Context: an optimization exercise on an open-source flow, tuned for small area, a short achievable clock period and few clock cycles. The choices shown serve that exercise and are no tape-out recipe.
The RTL was checked by simulation tests, not by an equivalence proof against the original design.

==> design/flow/design.v <==
package ptf_pkg;
   localparam int COORD_W = 24;
   localparam int IDX_W   = 16;
   localparam int DIG_W   = 6;                     
   localparam int MR_W    = COORD_W + 3 * DIG_W;   
   localparam int C_W     = 30;                    
   localparam logic [1:0] CMD_MOVE  = 2'd0;
   localparam logic [1:0] CMD_LINE  = 2'd1;
   localparam logic [1:0] CMD_CUBIC = 2'd2;
   localparam logic [1:0] CMD_CLOSE = 2'd3;
   localparam logic [2:0] ST_IDLE  = 3'd0;
   localparam logic [2:0] ST_PRE   = 3'd1;
   localparam logic [2:0] ST_DIV   = 3'd2;
   localparam logic [2:0] ST_PT    = 3'd3;
   localparam logic [2:0] ST_FLUSH = 3'd4;
endpackage
module ptf_mr_add (
   input  logic [ptf_pkg::MR_W-1:0] a,
   input  logic [ptf_pkg::MR_W-1:0] b,
   input  logic [6:0]               n,
   output logic [ptf_pkg::MR_W-1:0] y
);
   localparam int DW = ptf_pkg::DIG_W;
   logic [DW:0] t0, t1, t2;
   logic        c0, c1, c2;
   always_comb begin
      t0 = {1'b0, a[DW-1:0]} + {1'b0, b[DW-1:0]};
      c0 = (t0 >= n);
      t1 = {1'b0, a[2*DW-1:DW]} + {1'b0, b[2*DW-1:DW]} + {{DW{1'b0}}, c0};
      c1 = (t1 >= n);
      t2 = {1'b0, a[3*DW-1:2*DW]} + {1'b0, b[3*DW-1:2*DW]} + {{DW{1'b0}}, c1};
      c2 = (t2 >= n);
      y[DW-1:0]      = c0 ? DW'(t0 - n) : t0[DW-1:0];
      y[2*DW-1:DW]   = c1 ? DW'(t1 - n) : t1[DW-1:0];
      y[3*DW-1:2*DW] = c2 ? DW'(t2 - n) : t2[DW-1:0];
      y[ptf_pkg::MR_W-1:3*DW] = a[ptf_pkg::MR_W-1:3*DW] + b[ptf_pkg::MR_W-1:3*DW]
                              + {{(ptf_pkg::COORD_W-1){1'b0}}, c2};
   end
endmodule
module ptf_div_stage (
   input  logic [ptf_pkg::DIG_W-1:0] r,
   input  logic [2:0]                in,
   input  logic [6:0]                n,
   output logic [ptf_pkg::DIG_W-1:0] r_out,
   output logic [1:0]                d
);
   logic [7:0] v;
   always_comb begin
      v = {1'b0, r, 1'b0} + {5'd0, in};
      if (v >= {n, 1'b0}) begin
         d     = 2'd2;
         r_out = ptf_pkg::DIG_W'(v - {n, 1'b0});
      end else if (v >= {1'b0, n}) begin
         d     = 2'd1;
         r_out = ptf_pkg::DIG_W'(v - {1'b0, n});
      end else begin
         d     = 2'd0;
         r_out = v[ptf_pkg::DIG_W-1:0];
      end
   end
endmodule
module ptf_axis (
   input  logic                        clock,
   input  logic                        reset,
   input  logic [23:0]                 a,
   input  logic [23:0]                 b,
   input  logic [23:0]                 e,
   input  logic                        zero_pen,   
   input  logic                        ld_pen,
   input  logic [23:0]                 pen_in,
   input  logic                        pre,
   input  logic                        div,
   input  logic                        step,
   input  logic [6:0]                  n,
   input  logic [4:0]                  sel,        
   output logic [23:0]                 fq,
   output logic [ptf_pkg::C_W+1:0]     mag,
   output logic [12:0]                 dev_a,
   output logic [12:0]                 dev_b
);
   localparam int CW = ptf_pkg::C_W;
   localparam int DW = ptf_pkg::DIG_W;
   localparam int MW = ptf_pkg::MR_W;
   logic [MW-1:0] f_ff, r1_ff, r2_ff, r3_ff;
   logic [MW-1:0] f_add, r1_add, r2_add;
   logic [5:0]    sb_ff;    
   logic signed [CW-1:0] p, ax, bx, ex, c1, c2, c3, g, h;
   logic [CW+3:0] c1m, c2m, c3m;
   assign fq = f_ff[MW-1:3*DW];
   always_comb begin
      p  = zero_pen ? '0 : CW'($signed(fq));
      ax = CW'($signed(a));
      bx = CW'($signed(b));
      ex = CW'($signed(e));
      c1 = 3 * (ax - p);
      c2 = 3 * (p - 2 * ax + bx);
      c3 = ex - p + 3 * (ax - bx);
      g  = 2 * ax - p - ex;
      h  = 2 * bx - p - ex;
      mag = {2'b00, c1 ^ {CW{c1[CW-1]}}}
          | {1'b0, c2 ^ {CW{c2[CW-1]}}, 1'b0}
          | {c3 ^ {CW{c3[CW-1]}}, 2'b00};
      c1m = {{4{c1[CW-1]}}, c1} << 2;
      c2m = {{4{c2[CW-1]}}, c2} << 2;
      c3m = {{4{c3[CW-1]}}, c3} << 2;
   end
   function automatic logic [12:0] sat_abs(input logic signed [CW-1:0] v);
      logic signed [CW-1:0] m;
      m = v[CW-1] ? -v : v;
      if (m >= 4096) sat_abs = 13'd4096;
      else           sat_abs = m[12:0];
   endfunction
   assign dev_a = sat_abs(g);
   assign dev_b = sat_abs(h);
   ptf_mr_add u_f  (.a(f_ff),  .b(r1_ff), .n(n), .y(f_add));
   ptf_mr_add u_r1 (.a(r1_ff), .b(r2_ff), .n(n), .y(r1_add));
   ptf_mr_add u_r2 (.a(r2_ff), .b(r3_ff), .n(n), .y(r2_add));
   logic [DW-1:0] s1_r, s2_r, s3_r, sa_r, t2_r, t3_r, u2_r, u3_r;
   logic [1:0]    s1_d, s2_d, s3_d, sa_d, t2_d, t3_d, u2_d, u3_d;
   ptf_div_stage u_s1 (.r(r1_ff[DW-1:0]),      .in({2'b0, sb_ff[5]}),                 .n(n), .r_out(s1_r), .d(s1_d));
   ptf_div_stage u_s2 (.r(r1_ff[2*DW-1:DW]),   .in({1'b0, s1_d} + {2'b0, sb_ff[2]}),  .n(n), .r_out(s2_r), .d(s2_d));
   ptf_div_stage u_s3 (.r(r1_ff[3*DW-1:2*DW]), .in({1'b0, s2_d} + {2'b0, sb_ff[0]}),  .n(n), .r_out(s3_r), .d(s3_d));
   ptf_div_stage u_sa (.r(r3_ff[DW-1:0]),      .in({2'b0, sb_ff[4]} + {2'b0, sb_ff[3]}), .n(n), .r_out(sa_r), .d(sa_d));
   ptf_div_stage u_t2 (.r(r2_ff[2*DW-1:DW]),   .in({1'b0, sa_d} + {2'b0, sb_ff[1]}),  .n(n), .r_out(t2_r), .d(t2_d));
   ptf_div_stage u_t3 (.r(r2_ff[3*DW-1:2*DW]), .in({1'b0, t2_d}),                     .n(n), .r_out(t3_r), .d(t3_d));
   ptf_div_stage u_u2 (.r(r3_ff[2*DW-1:DW]),   .in({1'b0, sa_d}),                     .n(n), .r_out(u2_r), .d(u2_d));
   ptf_div_stage u_u3 (.r(r3_ff[3*DW-1:2*DW]), .in({1'b0, u2_d}),                     .n(n), .r_out(u3_r), .d(u3_d));
   function automatic logic [23:0] q_shift(input logic [23:0] q, input logic [1:0] d);
      q_shift = {q[22:0] + {22'd0, d[1]}, d[0]};
   endfunction
   logic s1n, s2n, s3n;
   logic [DW-1:0] nm1, nm2;
   logic [MW-1:0] r1_pre, r2_pre, r3_pre;
   logic [DW-1:0] bias_hi, bias_lo;
   always_comb begin
      s1n = c1[CW-1];
      s2n = c2[CW-1];
      s3n = c3[CW-1];
      nm1 = DW'(n - 7'd1);
      nm2 = DW'(n - 7'd2);
      r1_pre[DW-1:0] = s3n ? nm1 : '0;
      unique case ({s3n, s2n})
         2'b00:   r1_pre[2*DW-1:DW] = '0;
         2'b11:   r1_pre[2*DW-1:DW] = nm2;
         default: r1_pre[2*DW-1:DW] = nm1;
      endcase
      unique case ({s3n | s2n, s1n})
         2'b00:   begin r1_pre[3*DW-1:2*DW] = '0;  r1_pre[MW-1:3*DW] = '0; end
         2'b11:   begin r1_pre[3*DW-1:2*DW] = nm2; r1_pre[MW-1:3*DW] = '1; end
         default: begin r1_pre[3*DW-1:2*DW] = nm1; r1_pre[MW-1:3*DW] = '1; end
      endcase
      r3_pre[DW-1:0] = s3n ? nm2 : '0;
      r2_pre[DW-1:0] = s3n ? nm2 : '0;
      unique case ({s3n, s2n})
         2'b00:   r2_pre[2*DW-1:DW] = '0;
         2'b11:   r2_pre[2*DW-1:DW] = nm2;
         default: r2_pre[2*DW-1:DW] = nm1;
      endcase
      r2_pre[3*DW-1:2*DW] = (s3n | s2n) ? nm1 : '0;
      r2_pre[MW-1:3*DW]   = (s3n | s2n) ? '1 : '0;
      r3_pre[2*DW-1:DW]   = s3n ? nm1 : '0;
      r3_pre[3*DW-1:2*DW] = s3n ? nm1 : '0;
      r3_pre[MW-1:3*DW]   = s3n ? '1 : '0;
      bias_hi = n[0] ? DW'(n >> 1) : DW'(n >> 1);
      bias_lo = n[0] ? DW'(n >> 1) : '0;
   end
   always_ff @(posedge clock) begin
      if (pre || div) begin
         sb_ff <= {c3m[sel + 5'd2], c3m[sel + 5'd1], c3m[sel], c2m[sel + 5'd2], c2m[sel + 5'd1],
                   c1m[sel + 5'd2]};
      end
      if (reset) begin
         f_ff[MW-1:3*DW] <= '0;
      end else if (ld_pen) begin
         f_ff[MW-1:3*DW] <= pen_in;
      end else if (step) begin
         f_ff <= f_add;
      end
      if (pre) begin
         f_ff[3*DW-1:0] <= {bias_hi, bias_lo, bias_lo};
         r1_ff <= r1_pre;
         r2_ff <= r2_pre;
         r3_ff <= r3_pre;
      end else if (div) begin
         r1_ff <= {q_shift(r1_ff[MW-1:3*DW], s3_d), s3_r, s2_r, s1_r};
         r2_ff <= {q_shift(r2_ff[MW-1:3*DW], t3_d), t3_r, t2_r, sa_r};
         r3_ff <= {q_shift(r3_ff[MW-1:3*DW], u3_d), u3_r, u2_r, sa_r};
      end else if (step) begin
         r1_ff <= r1_add;
         r2_ff <= r2_add;
      end
   end
endmodule
module path_fan_tessellator_core #(
   parameter int MAX_SEGMENTS = 64,
   parameter int VERTEX_LIMIT = 65536
) (
   input  logic      clock,
   input  logic      reset,
   input  logic         req_valid,
   output logic         req_ready,
   input  logic [1:0]   req_type,
   input  logic         req_new_path,
   input  logic [23:0]  req_p0_x,
   input  logic [23:0]  req_p0_y,
   input  logic [23:0]  req_p1_x,
   input  logic [23:0]  req_p1_y,
   input  logic [23:0]  req_p2_x,
   input  logic [23:0]  req_p2_y,
   output logic         rsp_valid,
   input  logic         rsp_ready,
   output logic         rsp_vertex_valid,
   output logic [15:0]  rsp_vertex_index,
   output logic [23:0]  rsp_vertex_x,
   output logic [23:0]  rsp_vertex_y,
   output logic         rsp_tri_valid,
   output logic [15:0]  rsp_tri_first,
   output logic [15:0]  rsp_tri_prev,
   output logic [15:0]  rsp_tri_curr,
   output logic         rsp_dropped,
   output logic         rsp_last
);
   logic [2:0]  state_ff, state_in;
   logic [16:0] last_ff, last_in;      
   logic [15:0] first_ff, first_in;
   logic        first_ok_ff, first_ok_in;
   logic        prev_ok_ff, prev_ok_in;
   logic [6:0]  n_ff, n_in;
   logic [6:0]  rem_ff, rem_in;
   logic [4:0]  j_ff, j_in;
   logic [5:0]  k_ff, k_in;
   logic        rv_ff, rv_in;
   logic        vv_ff, vv_in, tv_ff, tv_in, dr_ff, dr_in, la_ff, la_in, cl_ff, cl_in;
   logic        full, out_free, beat, fok, pok;
   logic        zero_pen, ld_pen, pre, div, step;
   logic [23:0] pen_x, pen_y, fq_x, fq_y;
   logic [4:0]  sel;
   logic [ptf_pkg::C_W+1:0] mag_x, mag_y, mag;
   logic [12:0] dxa, dxb, dya, dyb;
   logic [14:0] dev;
   assign full     = (last_ff == 17'h0FFFF);
   assign out_free = !rv_ff || rsp_ready;
   assign fok      = first_ok_ff && !req_new_path;
   assign pok      = prev_ok_ff && !req_new_path;
   ptf_axis u_x (
      .clock (clock), .reset(reset), .a(req_p0_x), .b(req_p1_x), .e(req_p2_x),
      .zero_pen(zero_pen), .ld_pen(ld_pen), .pen_in(pen_x), .pre(pre), .div(div), .step(step),
      .n(n_ff), .sel(sel), .fq(fq_x), .mag(mag_x), .dev_a(dxa), .dev_b(dxb)
   );
   ptf_axis u_y (
      .clock (clock), .reset(reset), .a(req_p0_y), .b(req_p1_y), .e(req_p2_y),
      .zero_pen(zero_pen), .ld_pen(ld_pen), .pen_in(pen_y), .pre(pre), .div(div), .step(step),
      .n(n_ff), .sel(sel), .fq(fq_y), .mag(mag_y), .dev_a(dya), .dev_b(dyb)
   );
   assign mag = mag_x | mag_y;
   assign dev = 15'(dxa) + 15'(dxb) + 15'(dya) + 15'(dyb);
   always_comb begin
      j_in = 5'd1;
      for (int i = 0; i < ptf_pkg::C_W + 2; i++) begin
         if (mag[i]) j_in = 5'(i + 1);
      end
   end
   always_comb begin
      if (dev >= 15'(63 * 64)) n_in = 7'd64;
      else if (dev < 15'd64)   n_in = 7'd2;
      else                     n_in = 7'(dev >> 6) + 7'd1;
   end
   always_comb begin
      state_in    = state_ff;
      last_in     = last_ff;
      first_in    = first_ff;
      first_ok_in = first_ok_ff;
      prev_ok_in  = prev_ok_ff;
      rem_in      = rem_ff;
      k_in        = k_ff;
      rv_in       = rv_ff && !rsp_ready;
      vv_in       = vv_ff;
      tv_in       = tv_ff;
      dr_in       = dr_ff;
      la_in       = la_ff;
      cl_in       = cl_ff;
      beat        = 1'b0;
      req_ready   = 1'b0;
      zero_pen    = 1'b0;
      ld_pen      = 1'b0;
      pen_x       = fq_x;
      pen_y       = fq_y;
      pre         = 1'b0;
      div         = 1'b0;
      step        = 1'b0;
      sel         = 5'(k_ff - 6'd2);
      unique case (state_ff)
         ptf_pkg::ST_IDLE: begin
            zero_pen  = req_new_path;
            req_ready = out_free && (req_type != ptf_pkg::CMD_CUBIC);
            if (req_valid && out_free) begin
               first_ok_in = fok;
               prev_ok_in  = pok;
               ld_pen      = 1'b1;
               pen_x       = req_new_path ? '0 : fq_x;
               pen_y       = req_new_path ? '0 : fq_y;
               if (req_type == ptf_pkg::CMD_CUBIC) begin
                  state_in = ptf_pkg::ST_PRE;
               end else begin
                  beat  = 1'b1;
                  la_in = 1'b1;
                  cl_in = 1'b0;
                  vv_in = 1'b0;
                  tv_in = 1'b0;
                  dr_in = 1'b0;
                  unique case (req_type)
                     ptf_pkg::CMD_MOVE: begin
                        prev_ok_in = 1'b0;
                        pen_x      = req_p0_x;
                        pen_y      = req_p0_y;
                        if (full) begin
                           dr_in       = 1'b1;
                           first_ok_in = 1'b0;
                        end else begin
                           vv_in       = 1'b1;
                           first_ok_in = 1'b1;
                           first_in    = 16'(last_ff + 17'd1);
                           last_in     = last_ff + 17'd1;
                        end
                     end
                     ptf_pkg::CMD_LINE: begin
                        if (full) begin
                           dr_in = 1'b1;
                        end else begin
                           vv_in      = 1'b1;
                           tv_in      = fok && pok;
                           prev_ok_in = 1'b1;
                           last_in    = last_ff + 17'd1;
                           pen_x      = req_p0_x;
                           pen_y      = req_p0_y;
                        end
                     end
                     default: begin
                        cl_in      = 1'b1;
                        tv_in      = fok && pok && (last_ff[15:0] != first_ff);
                        prev_ok_in = 1'b0;
                     end
                  endcase
               end
            end
         end
         ptf_pkg::ST_PRE: begin
            pre      = 1'b1;
            sel      = j_ff - 5'd1;
            k_in     = {1'b0, j_ff};
            state_in = ptf_pkg::ST_DIV;
         end
         ptf_pkg::ST_DIV: begin
            div  = 1'b1;
            k_in = k_ff - 6'd1;
            if (k_ff == 6'd1) begin
               rem_in   = n_ff;
               state_in = ptf_pkg::ST_PT;
            end
         end
         ptf_pkg::ST_FLUSH: begin
            step   = 1'b1;
            rem_in = rem_ff - 7'd1;
            if (rem_ff == 7'd1) begin
               state_in = ptf_pkg::ST_IDLE;
            end
         end
         default: begin
            if (out_free) begin
               beat  = 1'b1;
               req_ready = (rem_ff == n_ff);
               cl_in = 1'b0;
               vv_in = 1'b0;
               tv_in = 1'b0;
               dr_in = 1'b0;
               if (full) begin
                  dr_in    = 1'b1;
                  state_in = ptf_pkg::ST_FLUSH;
               end else begin
                  step       = 1'b1;
                  rem_in     = rem_ff - 7'd1;
                  vv_in      = 1'b1;
                  tv_in      = first_ok_ff && prev_ok_ff;
                  prev_ok_in = 1'b1;
                  last_in    = last_ff + 17'd1;
               end
               la_in = full || (rem_ff == 7'd1);
               if (!full && (rem_ff == 7'd1)) begin
                  state_in = ptf_pkg::ST_IDLE;
               end
            end
         end
      endcase
      if (beat) rv_in = 1'b1;
   end
   always_ff @(posedge clock) begin
      if (reset) begin
         state_ff    <= ptf_pkg::ST_IDLE;
         last_ff     <= 17'h1FFFF;
         first_ok_ff <= 1'b0;
         prev_ok_ff  <= 1'b0;
         rv_ff       <= 1'b0;
      end else begin
         state_ff    <= state_in;
         last_ff     <= last_in;
         first_ok_ff <= first_ok_in;
         prev_ok_ff  <= prev_ok_in;
         rv_ff       <= rv_in;
      end
   end
   always_ff @(posedge clock) begin
      first_ff <= first_in;
      rem_ff   <= rem_in;
      k_ff     <= k_in;
      vv_ff    <= vv_in;
      tv_ff    <= tv_in;
      dr_ff    <= dr_in;
      la_ff    <= la_in;
      cl_ff    <= cl_in;
      if (state_ff == ptf_pkg::ST_IDLE) begin
         n_ff <= n_in;
         j_ff <= j_in;
      end
   end
   assign rsp_valid        = rv_ff;
   assign rsp_vertex_valid = vv_ff;
   assign rsp_vertex_index = last_ff[15:0];
   assign rsp_vertex_x     = fq_x;
   assign rsp_vertex_y     = fq_y;
   assign rsp_tri_valid    = tv_ff;
   assign rsp_tri_first    = first_ff;
   assign rsp_tri_prev     = cl_ff ? last_ff[15:0] : last_ff[15:0] - 16'd1;
   assign rsp_tri_curr     = cl_ff ? first_ff : last_ff[15:0];
   assign rsp_dropped      = dr_ff;
   assign rsp_last         = la_ff;
endmodule
==> design/flow/run.sh <==
#!/bin/bash
# synth_recipe.tcl (not shown) runs the flow's synth.tcl, then flattens the netlist and writes it again
# the make line also repeats each setting of config.mk as NAME=value (left out here)
make -C /OpenROAD-flow-scripts/flow DESIGN_CONFIG=/design/flow/config.mk WORK_HOME=/design/flow/orfs CLKGATE_MAP_FILE= SYNTH_SCRIPT=/design/flow/synth_recipe.tcl finish
==> design/flow/config.mk <==
export PLATFORM = sky130hd
export DESIGN_NAME = path_fan_tessellator_core
export DESIGN_NICKNAME = path_fan_tessellator_core
export VERILOG_FILES = /design/flow/design.v
export SDC_FILE = /design/flow/constraint.sdc
export NUM_CORES = 4
export LEC_CHECK = 0
export CAP_MARGIN = 20
export CORE_MARGIN = 2
export CORE_UTILIZATION = 40
export PLACE_DENSITY = 0.6
export SLEW_MARGIN = 20
==> design/flow/constraint.sdc <==
create_clock -name core_clock -period 12.0 [get_ports {clock}]
set_input_delay 2.4000 -clock core_clock [delete_from_list [all_inputs] [get_ports {clock}]]
set_output_delay 2.4000 -clock core_clock [all_outputs]
set_load 0.01 [all_outputs]
==> out/summary.log <==
[status] result of the run no timing/DRC/antenna violations
[setup_path] required time at the worst-slack endpoint 12580 ps
[global_route] maximum number of pins on one net before global-route repair 150
[setup_path] crit end category flop
[yosys] Syn Nets 12000
[yosys] Unique masters post-synth 118
[yosys] EDFF count, synth 346
[final_layout] Area growth syn-to-layout 12.5%
[setup_path] peak fanout along the critical path 19
[floorplan] core area 210000 um^2
[final_layout] Ant. Diodes 0
[final_layout] Cell Count, Final, Fillers Out 13500
[cts] number of buffers on the longest clock path 3
[cts] insertion delay to the later sink of the worst-skew pair 730 ps
[global_route] Tot GR Track Use 26.2%
[timing] pins over their slew limit 0
[setup_path] Worst Path Class, Setup primary input to flop
[yosys] cell type contributing the most total cell area after synthesis ha_1
[final_layout] post-route cell area 95300 um^2
[place] dpl cells 13400
[yosys] fraction of synthesis flops using an asynchronous set or reset pin 0%
[global_route] first-pass GRT wire length 449 mm
[timing] setup-violating endpoint count in the final report 0
[final_layout] fraction of layout instances using a drive strength above 1 8.30%
[floorplan] Starting Density 40.3%
[floorplan] floorplan row count 168
[yosys] commonest register cell after synthesis edfxtp_1
[yosys] cell count after synthesis 10300
[routing] routed length per instance 21.6 um
[floorplan] I/O Pins 269
[yosys] synthesized cell area 84700 um^2
[yosys] ranking of synthesized cells by area ha_1 (18%), edfxtp_1 (12%), fa_1 (8.9%)
[place] count of input and output buffers 268
[setup_path] Worst path max stage delay 510 ps
[timing] Final Cycle Share 95.5%
[cts] CTS sink count 417
[place] worst slack, placed -424 ps
[global_route] via count of the first global-routing pass 77400
[floorplan] die outline height 464 um
[cts] H-tree level count 2
[timing] highest achievable clock rate 87.2 MHz
[timing] setup TNS after final layout 0 ps
[routing] total wire length 292 mm
[routing] post-detailed-route count of antenna-violating nets 0
[global_route] initial antenna violation count 5
[timing] Clock Skew 75.5 ps
[cts] TritonCTS clock tree built
[timing] transition time of the tightest slew-check pin 1160 ps
[floorplan] area of the die 215000 um^2
[routing] Remaining DRCs 0
[worst_hold_path] hold crit path type flop to flop
[routing] vias 78400
[yosys] synthesis-stage register bit count 417
[setup_path] kind of start point of the critical path primary input
[final_layout] final net count 12500
[timing] slew margin rel. 21.7%
[routing] vias per std cell 5.79
[global_route] gr ovfl total 0
[cts] clock transition at the register clock pins on the worst setup and hold paths after CTS 60 ps
[place] Final HPWL DP 239 mm
[yosys] Avg Cell Area, Syn 8.25 um^2
[yosys] number of warnings printed during yosys synthesis 4
[timing] minimum clock period 11460 ps
[timing] Worst Hold Slack 465 ps
[routing] first drt pass iteration count 6
[place] weighted congestion at the end of routability-driven global placement 0.963
[floorplan] die span in x 464 um
[cts] # hold bufs at CTS 0
[routing] drt first-iter violations 6213
[setup_path] cell with the biggest individual delay on the critical path fa_1
[timing] unrepaired setup endpoints after global routing false
[yosys] proportion of synthesized chip area in sequential cells 13.9%
[final_layout] fraction of the core area covered by cells at the end of the flow 45.4%
[job] maxcap violations 0
[cts] Inserted Clock Buffers 57
[place] DP Area 93200 um^2
[cts] Root Driver clkbuf_16
[timing] final setup slack of the worst path 538 ps
[timing] number of failing hold endpoints at the final stage 0
[setup_path] data arrival time of the worst path 12040 ps
[yosys] Synth top area share 18.4%
[cell usage after synthesis (176+ instances only)]
cell	number
ha_1	1248
a21oi_1	893
inv_1	855
nand2_1	774
xnor2_1	769
nor2_1	693
o21ai_0	586
a21o_1	432
xor2_1	424
fa_1	378
edfxtp_1	346
clkbuf_1	257
nand3_1	240
nor3_1	176
[timing repair]
action / CTS / global route
resized for setup: 0 / 29
setup buffers: 0 / 2
endpoints found under the hold margin: 0 / 0
setup endpoints to repair: 0 / 31
[logic make-up after synthesis]
group	share of synthesized area, %
xor gates and xnor gates	12.8
and+or+nand+nor	15.4
adders and majority gates	27.4
buffers and inverters	5.82
AOI/OAI and AO/OA	22.1
DFF	13.9
muxes	2.58
[layer usage]
layer	track usage [%]	vias up	part of all wire [%]
met5	0	-	0.0092
met4	9.02	4	3.6
met3	2.92	422	6.0
met2	43.1	2394	46
met1	35.6	37900	45
li1	-	37600	-
[final cells by class]
class                   instances  area (um^2)
multi-input cells            8625        68600
fillers                     20700       115000
inverters                     860         3260
well taps                    2805         3510
clock inverters                26          318
flip-flops and latches        417        11800
clock buffers                  79         1600
repair buffers                716         6170
[critical path: cells and delay by family]
family                     cells  cell delay [ps]
AOI/OAI and AO/OA             16             2790
xor gates and xnor gates       2              330
adders and majority gates      6             2340
buffers and inverters          6             1410
and+or+nand+nor               12             2700
[sequential cells by signal, summed over array words and instances, names as in the netlist, 3 cells and up]
name	flops
u_x.f_ff	42
u_x.r1_ff	42
u_x.r2_ff	42
u_x.r3_ff	42
u_y.f_ff	42
u_y.r1_ff	42
u_y.r2_ff	42
u_y.r3_ff	42
last_ff	17
first_ff	16
n_ff	7
rem_ff	7
k_ff	6
u_x.sb_ff	6
u_y.sb_ff	6
j_ff	5
state_ff	3
[cells in the final DEF (no fill, tap or decap), drive strengths merged, types with 90 or more instances in the layout]
| master | netlist | routed |
|---|---|---|
| a21o | 433 | 433 |
| buf | 111 | 449 |
| o211ai | 90 | 90 |
| edfxtp | 346 | 346 |
| nor2b | 117 | 117 |
| nand2 | 775 | 775 |
| clkdlybuf4s50 | 0 | 267 |
| inv | 859 | 859 |
| and3 | 134 | 134 |
| o21bai | 138 | 138 |
| mux2i | 115 | 115 |
| ha | 1248 | 1248 |
| nand4 | 102 | 102 |
| fa | 378 | 378 |
| o21ai | 608 | 608 |
| xor2 | 424 | 424 |
| nor2 | 704 | 704 |
| nor3 | 180 | 180 |
| nand2b | 125 | 125 |
| nand3 | 241 | 241 |
| a211oi | 118 | 118 |
| a21oi | 898 | 898 |
| xnor2 | 774 | 774 |
[worst paths after layout]
check	start	to	slack (ps)	cells after the start
min	last_ff[16]$_SDFFE_PP1P_	last_ff[16]$_SDFFE_PP1P_	460	1
min reg2reg	last_ff[16]$_SDFFE_PP1P_	last_ff[16]$_SDFFE_PP1P_	460	1
max reg2reg	u_x.r2_ff[0]$_DFFE_PP_	u_x.r2_ff[38]$_DFFE_PP_	650	50
max	req_new_path	n_ff[2]$_SDFFCE_PP0N_	540	42
Testbench counts, summed over its fixed seeds: cycles 28,686.

port drivers added, routing unchanged:
No port has a modelled driver above. Below, the same layout with a new extraction and two added sets of constraints. Step 1 sets driving cells, clkbuf_16 on the clock port and buf_2 on the other inputs (assumed; they add their load-dependent delay and slew). Step 2 moves the port delays by t, midway between the first and last clock arrival at a register: inputs arrive t later, outputs are due t later. That takes back most of the time a late clock gives input paths. Slacks: ideal / step 1 / step 2; pairs: ideal / step 1.
shift t [ns]: 0.781
slack for setup (ns): 0.538 / 0.604 / -0.177
worst setup path at the end: input to register
worst register clock-pin slew, ns: 0.07 / 0.07
cell pins on the clock port's net: 1
With both steps, setup timing fails in this run, where it was met with ideal ports. For this run, drivers alone change the setup slack by +0.066 ns; drivers and shift together by -0.715 ns.
